Background: an optimization exercise with open tools, aiming at small area, a short achievable clock period and few clock cycles per item. Do not read the settings as production practice.
RTL that was checked went through simulation tests only; none was proved equivalent to the original.
Power and IR drop assume default switching activity.

==> job 196 <==
## serial_frame_to_omni_motor_drive
module serial_frame_to_omni_motor_drive
(
  input  logic                   clk,
  input  logic                   rst_n,
  input  logic                   in_valid,
  output logic                   in_ready,
  input  logic [7:0]             in_data,
  output logic                   out_valid,
  input  logic                   out_ready,
  output logic [1:0]             out_motor_index,
  output logic                   out_forward_pin,
  output logic                   out_reverse_pin,
  output logic [15:0]            out_duty,
  output logic                   out_status_led,
  output logic                   out_last,
  input  logic                   cfg_we,
  input  logic [1:0]             cfg_index,
  input  logic [15:0]            cfg_data
);
Settings: LEC_CHECK=0, ABC_CLOCK_PERIOD_IN_PS=3500, CAP_MARGIN=20, CORE_MARGIN=2, CORE_UTILIZATION=40, SETUP_SLACK_MARGIN=3, SLEW_MARGIN=20; clock period 7.0 ns.
run.sh (not shown) runs the stock make flow with config.mk's settings and CLKGATE_MAP_FILE= SYNTH_SCRIPT=/design/flow/synth_recipe.tcl, a recipe that flattens the netlist after the stock synthesis.
==> job 6766: changes against job 196 <==
ABC_CLOCK_PERIOD_IN_PS = default   (was 3500)
SETUP_SLACK_MARGIN = default   (was 3)
==> job 342: changes against job 196 <==
--- a/flow/design.v
+++ b/flow/design.v
@@ -9,31 +9,77 @@
   localparam logic [15:0] PWM_PERIOD_RST    = 16'd1473;
   localparam logic [2:0]  ROTATION_GAIN_RST = 3'd1;
   localparam logic [7:0]  BRAKE_BELOW_RST   = 8'd50;
 endpackage
 `timescale 1ns / 1ps
+module sfomd_benc (
+  input  logic [2:0] dg,
+  input  logic       s,
+  output logic [2:0] ctl
+);
+  logic one, two;
+  assign one = dg[1] ^ dg[0];
+  assign two = (dg == 3'b011) || (dg == 3'b100);
+  assign ctl = {one, two, (dg[2] ^ s) && (one || two)};
+endmodule
+module sfomd_mul (
+  input  logic [15:0] period,
+  input  logic [2:0]  ctl0, ctl1, ctl2, ctl3,    
+  input  logic        ph,
+  input  logic [22:0] acc,
+  output logic [28:0] sum
+);
+  logic [17:0] r0, r1, r2, r3;
+  logic        n0, n1, n2, n3;
+  assign n0 = ctl0[0];
+  assign n1 = ctl1[0];
+  assign n2 = ctl2[0];
+  assign n3 = ctl3[0];
+  assign r0 = ((ctl0[2] ? {2'b00, period} : 18'd0) | (ctl0[1] ? {1'b0, period, 1'b0} : 18'd0)) ^ {18{n0}};
+  assign r1 = ((ctl1[2] ? {2'b00, period} : 18'd0) | (ctl1[1] ? {1'b0, period, 1'b0} : 18'd0)) ^ {18{n1}};
+  assign r2 = ((ctl2[2] ? {2'b00, period} : 18'd0) | (ctl2[1] ? {1'b0, period, 1'b0} : 18'd0)) ^ {18{n2}};
+  assign r3 = ((ctl3[2] ? {2'b00, period} : 18'd0) | (ctl3[1] ? {1'b0, period, 1'b0} : 18'd0)) ^ {18{n3}};
+  logic [28:0] op0, op1, op2, op3, opc;
+  assign op0 = {11'd0, ~r0[17], r0[16:0]};
+  assign op1 = {9'd0,  ~r1[17], r1[16:0], 1'b0, n0};
+  assign op2 = {7'd0,  ~r2[17], r2[16:0], 1'b0, n1, 2'b00};
+  assign op3 = ph ? {acc, 1'b0, n2, 4'b0000}
+                  : {5'd0, ~r3[17], r3[16:0], 1'b0, n2, 4'b0000};
+  assign opc = {5'b11111, ph, 1'b1, 1'b0, 1'b1, 1'b0, 1'b1, 1'b1, 10'd0, n3 & ~ph, 6'd0};
+  logic [28:0] s1, c1, s2, c2, s3, c3;
+  assign s1 = op0 ^ op1 ^ op2;
+  assign c1 = {((op0 & op1) | (op0 & op2) | (op1 & op2)), 1'b0};
+  assign s2 = s1 ^ c1 ^ op3;
+  assign c2 = {((s1 & c1) | (s1 & op3) | (c1 & op3)), 1'b0};
+  assign s3 = s2 ^ c2 ^ opc;
+  assign c3 = {((s2 & c2) | (s2 & opc) | (c2 & opc)), 1'b0};
+  assign sum = s3 + c3;
+endmodule
 module sfomd_duty
 (
   input  logic [28:0] x,
   output logic [15:0] duty
 );
   logic [7:0] a2, a1, a0;
   logic       sat;
-  logic [8:0] t9;
-  logic [9:0] s10, low;
-  logic [1:0] f;
-  logic [7:0] hi;
+  logic [8:0] u, u1, u2, l;
+  logic [9:0] t;
+  logic       ge1, ge2;
+  logic [7:0] h;
   assign a2  = x[23:16];
   assign a1  = x[15:8];
   assign a0  = x[7:0];
   assign sat = (x[28:24] != '0) || (a2 == 8'hff);
-  assign t9  = {1'b0, a2} + {1'b0, a1};
-  assign s10 = {1'b0, t9} + {2'b00, a0};
-  assign f   = (s10 >= 10'd510) ? 2'd2 : (s10 >= 10'd255) ? 2'd1 : 2'd0;
-  assign low = {1'b0, t9} + {8'd0, f};
-  assign hi  = a2 + {6'd0, low[9:8]};
-  assign duty = sat ? 16'hffff : {hi, low[7:0]};
+  assign u   = {1'b0, a2} + {1'b0, a1};
+  assign u1  = u + 9'd1;
+  assign u2  = u + 9'd2;
+  assign t   = {2'b00, a2} + {2'b00, a1} + {2'b00, a0};
+  assign ge1 = (t >= 10'd255);
+  assign ge2 = (t >= 10'd510);
+  assign l   = ge2 ? u2 : (ge1 ? u1 : u);
+  assign h   = l[8] ? a2 + 8'd1 : a2;
+  assign duty = sat ? 16'hffff : {h, l[7:0]};
 endmodule
 `timescale 1ns / 1ps
 module serial_frame_to_omni_motor_drive
 (
   input  logic                   clk,
@@ -64,21 +110,20 @@
   logic        cap_v;
   logic [1:0]  mw_r;
   logic [7:0]  cx_r, cy_r;
   logic signed [13:0] turn_r;
   logic        m_v, m_ph;
-  logic [12:0] m_r;
-  logic        m_neg;
+  logic signed [13:0] m_r;
   logic        acc_v;
   logic [28:0] acc_r;
   logic        a_fwd, a_rev;
   logic        out_valid_r;
   logic [1:0]  o_idx;
   logic        o_fwd, o_rev, o_led, o_last;
   logic [15:0] o_duty;
   logic accept, end_acc, out_free, deliver, do_a, do_b, do_mix, mix_last, judge;
-  logic jp_nxt, cap_v_nxt, m_v_nxt, m_ph_nxt, jposs_nxt;
+  logic jp_nxt, cap_v_nxt, cap_g_nxt, m_v_nxt, m_ph_nxt, jposs_nxt;
   logic [1:0] mw_nxt;
   assign accept   = in_valid && in_ready_r;
   assign end_acc  = accept && (in_data == sfomd_pkg::END_BYTE);
   assign out_free = !out_valid_r || out_ready;
   assign deliver  = acc_v && out_free;
@@ -97,23 +142,39 @@
   assign s4   = $signed({1'b0, slot_r[4], 2'b00}) - 11'sd255;
   assign turn = $signed({1'b0, gain_r}) * s4;
   logic [7:0]  sb;
   logic signed [10:0] sv;
   logic signed [13:0] v;
-  logic [13:0] vabs;
   assign sb   = mw_r[0] ? cy_r : cx_r;
   assign sv   = $signed({1'b0, sb, 2'b00}) - 11'sd255;
   assign v    = mw_r[1] ? (turn_r - 14'(sv)) : (turn_r + 14'(sv));
-  assign vabs = v[13] ? 14'(-v) : 14'(v);
-  logic [6:0]  mb;
-  logic [21:0] addend;
   logic [28:0] prod;
   logic        brk;
-  assign mb     = m_ph ? m_r[6:0] : {1'b0, m_r[12:7]};
-  assign addend = m_ph ? acc_r[21:0] : 22'd0;
-  assign prod   = period_r * mb + {addend, 7'd0};
-  assign brk    = (m_r < {5'd0, brake_r});
+  logic [14:0] vx_mix, vx_m;
+  logic [2:0]  ctl_r [4];
+  logic [2:0]  ctl_mix [4];
+  logic [2:0]  ctl_lo [3];
+  assign vx_mix = {v, 1'b0};
+  assign vx_m   = {m_r, 1'b0};
+  for (genvar k = 0; k < 4; k++) begin : g_enc_hi
+    sfomd_benc u_enc (.dg(vx_mix[2*(k+3) +: 3]), .s(v[13]), .ctl(ctl_mix[k]));
+  end
+  for (genvar k = 0; k < 3; k++) begin : g_enc_lo
+    sfomd_benc u_enc (.dg(vx_m[2*k +: 3]), .s(m_r[13]), .ctl(ctl_lo[k]));
+  end
+  sfomd_mul u_mul (
+    .period (period_r),
+    .ctl0   (ctl_r[0]),
+    .ctl1   (ctl_r[1]),
+    .ctl2   (ctl_r[2]),
+    .ctl3   (ctl_r[3]),
+    .ph     (m_ph),
+    .acc    (acc_r[22:0]),
+    .sum    (prod)
+  );
+  assign brk = m_r[13] ? ($signed(m_r) > -$signed({6'd0, brake_r}))
+                       : ($signed(m_r) <  $signed({6'd0, brake_r}));
   logic [15:0] duty;
   sfomd_duty u_duty (
     .x    (acc_r),
     .duty (duty)
   );
@@ -121,11 +182,12 @@
   assign jp_nxt    = end_acc || (jp_r && !judge);
   assign cap_v_nxt = judge ? good : (mix_last ? 1'b0 : cap_v);
   assign mw_nxt    = do_mix ? mw_r + 2'd1 : mw_r;
   assign m_v_nxt   = do_mix ? 1'b1 : (do_b ? 1'b0 : m_v);
   assign m_ph_nxt  = do_mix ? 1'b0 : (do_a ? 1'b1 : m_ph);
-  assign jposs_nxt = !cap_v_nxt || ((mw_nxt == 2'd3) && (!m_v_nxt || m_ph_nxt));
+  assign cap_g_nxt = judge || (cap_v && !mix_last);
+  assign jposs_nxt = !cap_g_nxt || ((mw_nxt == 2'd3) && (!m_v_nxt || m_ph_nxt));
   always_ff @(posedge clk) begin
     if (!rst_n) begin
       period_r    <= sfomd_pkg::PWM_PERIOD_RST;
       gain_r      <= sfomd_pkg::ROTATION_GAIN_RST;
       brake_r     <= sfomd_pkg::BRAKE_BELOW_RST;
@@ -183,17 +245,20 @@
       cx_r   <= slot_r[2];
       cy_r   <= slot_r[3];
       turn_r <= turn;
     end
     if (do_mix) begin
-      m_r   <= vabs[12:0];
-      m_neg <= v[13];
+      m_r   <= v;
+      for (int k = 0; k < 4; k++) ctl_r[k] <= ctl_mix[k];
+    end else if (do_a) begin
+      for (int k = 0; k < 3; k++) ctl_r[k] <= ctl_lo[k];
+      ctl_r[3] <= 3'b000;
     end
     if (do_a || do_b) acc_r <= prod;
     if (do_b) begin
-      a_fwd <= brk || !m_neg;
-      a_rev <= brk || m_neg;
+      a_fwd <= brk || !m_r[13];
+      a_rev <= brk || m_r[13];
     end
     if (deliver) begin
       o_fwd  <= a_fwd;
       o_rev  <= a_rev;
       o_duty <= duty;
ABC_CLOCK_PERIOD_IN_PS = default   (was 3500)
SETUP_SLACK_MARGIN = 2.5   (was 3)
==> job 1183: changes against job 196 <==
--- a/flow/design.v
+++ b/flow/design.v
@@ -9,31 +9,77 @@
   localparam logic [15:0] PWM_PERIOD_RST    = 16'd1473;
   localparam logic [2:0]  ROTATION_GAIN_RST = 3'd1;
   localparam logic [7:0]  BRAKE_BELOW_RST   = 8'd50;
 endpackage
 `timescale 1ns / 1ps
+module sfomd_benc (
+  input  logic [2:0] dg,
+  input  logic       s,
+  output logic [2:0] ctl
+);
+  logic one, two;
+  assign one = dg[1] ^ dg[0];
+  assign two = (dg == 3'b011) || (dg == 3'b100);
+  assign ctl = {one, two, (dg[2] ^ s) && (one || two)};
+endmodule
+module sfomd_mul (
+  input  logic [15:0] period,
+  input  logic [2:0]  ctl0, ctl1, ctl2, ctl3,    
+  input  logic        ph,
+  input  logic [22:0] acc,
+  output logic [28:0] sum
+);
+  logic [17:0] r0, r1, r2, r3;
+  logic        n0, n1, n2, n3;
+  assign n0 = ctl0[0];
+  assign n1 = ctl1[0];
+  assign n2 = ctl2[0];
+  assign n3 = ctl3[0];
+  assign r0 = ((ctl0[2] ? {2'b00, period} : 18'd0) | (ctl0[1] ? {1'b0, period, 1'b0} : 18'd0)) ^ {18{n0}};
+  assign r1 = ((ctl1[2] ? {2'b00, period} : 18'd0) | (ctl1[1] ? {1'b0, period, 1'b0} : 18'd0)) ^ {18{n1}};
+  assign r2 = ((ctl2[2] ? {2'b00, period} : 18'd0) | (ctl2[1] ? {1'b0, period, 1'b0} : 18'd0)) ^ {18{n2}};
+  assign r3 = ((ctl3[2] ? {2'b00, period} : 18'd0) | (ctl3[1] ? {1'b0, period, 1'b0} : 18'd0)) ^ {18{n3}};
+  logic [28:0] op0, op1, op2, op3, opc;
+  assign op0 = {11'd0, ~r0[17], r0[16:0]};
+  assign op1 = {9'd0,  ~r1[17], r1[16:0], 1'b0, n0};
+  assign op2 = {7'd0,  ~r2[17], r2[16:0], 1'b0, n1, 2'b00};
+  assign op3 = ph ? {acc, 1'b0, n2, 4'b0000}
+                  : {5'd0, ~r3[17], r3[16:0], 1'b0, n2, 4'b0000};
+  assign opc = {5'b11111, ph, 1'b1, 1'b0, 1'b1, 1'b0, 1'b1, 1'b1, 10'd0, n3 & ~ph, 6'd0};
+  logic [28:0] s1, c1, s2, c2, s3, c3;
+  assign s1 = op0 ^ op1 ^ op2;
+  assign c1 = {((op0 & op1) | (op0 & op2) | (op1 & op2)), 1'b0};
+  assign s2 = s1 ^ c1 ^ op3;
+  assign c2 = {((s1 & c1) | (s1 & op3) | (c1 & op3)), 1'b0};
+  assign s3 = s2 ^ c2 ^ opc;
+  assign c3 = {((s2 & c2) | (s2 & opc) | (c2 & opc)), 1'b0};
+  assign sum = s3 + c3;
+endmodule
 module sfomd_duty
 (
   input  logic [28:0] x,
   output logic [15:0] duty
 );
   logic [7:0] a2, a1, a0;
   logic       sat;
-  logic [8:0] t9;
-  logic [9:0] s10, low;
-  logic [1:0] f;
-  logic [7:0] hi;
+  logic [8:0] u, u1, u2, l;
+  logic [9:0] t;
+  logic       ge1, ge2;
+  logic [7:0] h;
   assign a2  = x[23:16];
   assign a1  = x[15:8];
   assign a0  = x[7:0];
   assign sat = (x[28:24] != '0) || (a2 == 8'hff);
-  assign t9  = {1'b0, a2} + {1'b0, a1};
-  assign s10 = {1'b0, t9} + {2'b00, a0};
-  assign f   = (s10 >= 10'd510) ? 2'd2 : (s10 >= 10'd255) ? 2'd1 : 2'd0;
-  assign low = {1'b0, t9} + {8'd0, f};
-  assign hi  = a2 + {6'd0, low[9:8]};
-  assign duty = sat ? 16'hffff : {hi, low[7:0]};
+  assign u   = {1'b0, a2} + {1'b0, a1};
+  assign u1  = u + 9'd1;
+  assign u2  = u + 9'd2;
+  assign t   = {2'b00, a2} + {2'b00, a1} + {2'b00, a0};
+  assign ge1 = (t >= 10'd255);
+  assign ge2 = (t >= 10'd510);
+  assign l   = ge2 ? u2 : (ge1 ? u1 : u);
+  assign h   = l[8] ? a2 + 8'd1 : a2;
+  assign duty = sat ? 16'hffff : {h, l[7:0]};
 endmodule
 `timescale 1ns / 1ps
 module serial_frame_to_omni_motor_drive
 (
   input  logic                   clk,
@@ -64,21 +110,20 @@
   logic        cap_v;
   logic [1:0]  mw_r;
   logic [7:0]  cx_r, cy_r;
   logic signed [13:0] turn_r;
   logic        m_v, m_ph;
-  logic [12:0] m_r;
-  logic        m_neg;
+  logic signed [13:0] m_r;
   logic        acc_v;
   logic [28:0] acc_r;
   logic        a_fwd, a_rev;
   logic        out_valid_r;
   logic [1:0]  o_idx;
   logic        o_fwd, o_rev, o_led, o_last;
   logic [15:0] o_duty;
   logic accept, end_acc, out_free, deliver, do_a, do_b, do_mix, mix_last, judge;
-  logic jp_nxt, cap_v_nxt, m_v_nxt, m_ph_nxt, jposs_nxt;
+  logic jp_nxt, cap_v_nxt, cap_g_nxt, m_v_nxt, m_ph_nxt, jposs_nxt;
   logic [1:0] mw_nxt;
   assign accept   = in_valid && in_ready_r;
   assign end_acc  = accept && (in_data == sfomd_pkg::END_BYTE);
   assign out_free = !out_valid_r || out_ready;
   assign deliver  = acc_v && out_free;
@@ -97,23 +142,39 @@
   assign s4   = $signed({1'b0, slot_r[4], 2'b00}) - 11'sd255;
   assign turn = $signed({1'b0, gain_r}) * s4;
   logic [7:0]  sb;
   logic signed [10:0] sv;
   logic signed [13:0] v;
-  logic [13:0] vabs;
   assign sb   = mw_r[0] ? cy_r : cx_r;
   assign sv   = $signed({1'b0, sb, 2'b00}) - 11'sd255;
   assign v    = mw_r[1] ? (turn_r - 14'(sv)) : (turn_r + 14'(sv));
-  assign vabs = v[13] ? 14'(-v) : 14'(v);
-  logic [6:0]  mb;
-  logic [21:0] addend;
   logic [28:0] prod;
   logic        brk;
-  assign mb     = m_ph ? m_r[6:0] : {1'b0, m_r[12:7]};
-  assign addend = m_ph ? acc_r[21:0] : 22'd0;
-  assign prod   = period_r * mb + {addend, 7'd0};
-  assign brk    = (m_r < {5'd0, brake_r});
+  logic [14:0] vx_mix, vx_m;
+  logic [2:0]  ctl_r [4];
+  logic [2:0]  ctl_mix [4];
+  logic [2:0]  ctl_lo [3];
+  assign vx_mix = {v, 1'b0};
+  assign vx_m   = {m_r, 1'b0};
+  for (genvar k = 0; k < 4; k++) begin : g_enc_hi
+    sfomd_benc u_enc (.dg(vx_mix[2*(k+3) +: 3]), .s(v[13]), .ctl(ctl_mix[k]));
+  end
+  for (genvar k = 0; k < 3; k++) begin : g_enc_lo
+    sfomd_benc u_enc (.dg(vx_m[2*k +: 3]), .s(m_r[13]), .ctl(ctl_lo[k]));
+  end
+  sfomd_mul u_mul (
+    .period (period_r),
+    .ctl0   (ctl_r[0]),
+    .ctl1   (ctl_r[1]),
+    .ctl2   (ctl_r[2]),
+    .ctl3   (ctl_r[3]),
+    .ph     (m_ph),
+    .acc    (acc_r[22:0]),
+    .sum    (prod)
+  );
+  assign brk = m_r[13] ? ($signed(m_r) > -$signed({6'd0, brake_r}))
+                       : ($signed(m_r) <  $signed({6'd0, brake_r}));
   logic [15:0] duty;
   sfomd_duty u_duty (
     .x    (acc_r),
     .duty (duty)
   );
@@ -121,11 +182,12 @@
   assign jp_nxt    = end_acc || (jp_r && !judge);
   assign cap_v_nxt = judge ? good : (mix_last ? 1'b0 : cap_v);
   assign mw_nxt    = do_mix ? mw_r + 2'd1 : mw_r;
   assign m_v_nxt   = do_mix ? 1'b1 : (do_b ? 1'b0 : m_v);
   assign m_ph_nxt  = do_mix ? 1'b0 : (do_a ? 1'b1 : m_ph);
-  assign jposs_nxt = !cap_v_nxt || ((mw_nxt == 2'd3) && (!m_v_nxt || m_ph_nxt));
+  assign cap_g_nxt = judge || (cap_v && !mix_last);
+  assign jposs_nxt = !cap_g_nxt || ((mw_nxt == 2'd3) && (!m_v_nxt || m_ph_nxt));
   always_ff @(posedge clk) begin
     if (!rst_n) begin
       period_r    <= sfomd_pkg::PWM_PERIOD_RST;
       gain_r      <= sfomd_pkg::ROTATION_GAIN_RST;
       brake_r     <= sfomd_pkg::BRAKE_BELOW_RST;
@@ -183,17 +245,20 @@
       cx_r   <= slot_r[2];
       cy_r   <= slot_r[3];
       turn_r <= turn;
     end
     if (do_mix) begin
-      m_r   <= vabs[12:0];
-      m_neg <= v[13];
+      m_r   <= v;
+      for (int k = 0; k < 4; k++) ctl_r[k] <= ctl_mix[k];
+    end else if (do_a) begin
+      for (int k = 0; k < 3; k++) ctl_r[k] <= ctl_lo[k];
+      ctl_r[3] <= 3'b000;
     end
     if (do_a || do_b) acc_r <= prod;
     if (do_b) begin
-      a_fwd <= brk || !m_neg;
-      a_rev <= brk || m_neg;
+      a_fwd <= brk || !m_r[13];
+      a_rev <= brk || m_r[13];
     end
     if (deliver) begin
       o_fwd  <= a_fwd;
       o_rev  <= a_rev;
       o_duty <= duty;
ABC_CLOCK_PERIOD_IN_PS = default   (was 3500)
SETUP_SLACK_MARGIN = default   (was 3)
==> comparison <==
Against job 196, the global-route usage of job 6766 is lower by 1.3 points.
Between job 196 and job 1183, the lower wire length is in job 196 (gap 0.85%, measured against job 1183).
Of job 1183 and job 6766, job 1183 has the higher power (gap about 20%, measured against job 6766).
Of job 342 and job 196, job 342 has the higher synthesized cell count (gap about 7%, measured against job 196).
The highest cell area belongs to job 342, the lowest to job 6766.
Combinational power: job 342 > job 196 > job 1183 > job 6766.
Testbench counts of job 196, summed over its fixed seeds: cycles 3,168, frames 384.
Testbench counts of job 6766, summed over its fixed seeds: cycles 3,168, frames 384.
The RTL of job 342 and job 1183 was laid out without a check of its function.

-- separate check: timing with driven ports --
No port has a modelled driver above. Below, the same layouts with a new extraction and two added sets of constraints. Step 1 (the two cells are an assumption about what drives the block):
set clk [get_ports {clk}]
set_driving_cell -lib_cell sky130_fd_sc_hd__clkbuf_16 $clk
set_driving_cell -lib_cell sky130_fd_sc_hd__buf_2 [delete_from_list [all_inputs] $clk]
Step 2 adds t to the input delays and takes it off the output delays; t is the mean of the earliest and latest rising clock arrival at the registers after step 1. Input paths then give back, and output paths get back, about the clock's delay inside the block. Slacks: ideal ports / drivers / drivers and shift; pairs: ideal ports / drivers.
run	t, ns	setup WS [ns]	worst hold slack (ns)
job 196	0.510	1.548 / 1.548 / 1.548	0.422 / 0.422 / 0.422
job 6766	0.508	0.880 / 0.880 / 0.880	0.421 / 0.421 / 0.421
job 342	0.604	2.542 / 2.542 / 2.542	0.423 / 0.423 / 0.423
job 1183	0.598	1.612 / 1.612 / 1.612	0.411 / 0.411 / 0.411
After both steps every run listed still meets setup and hold.
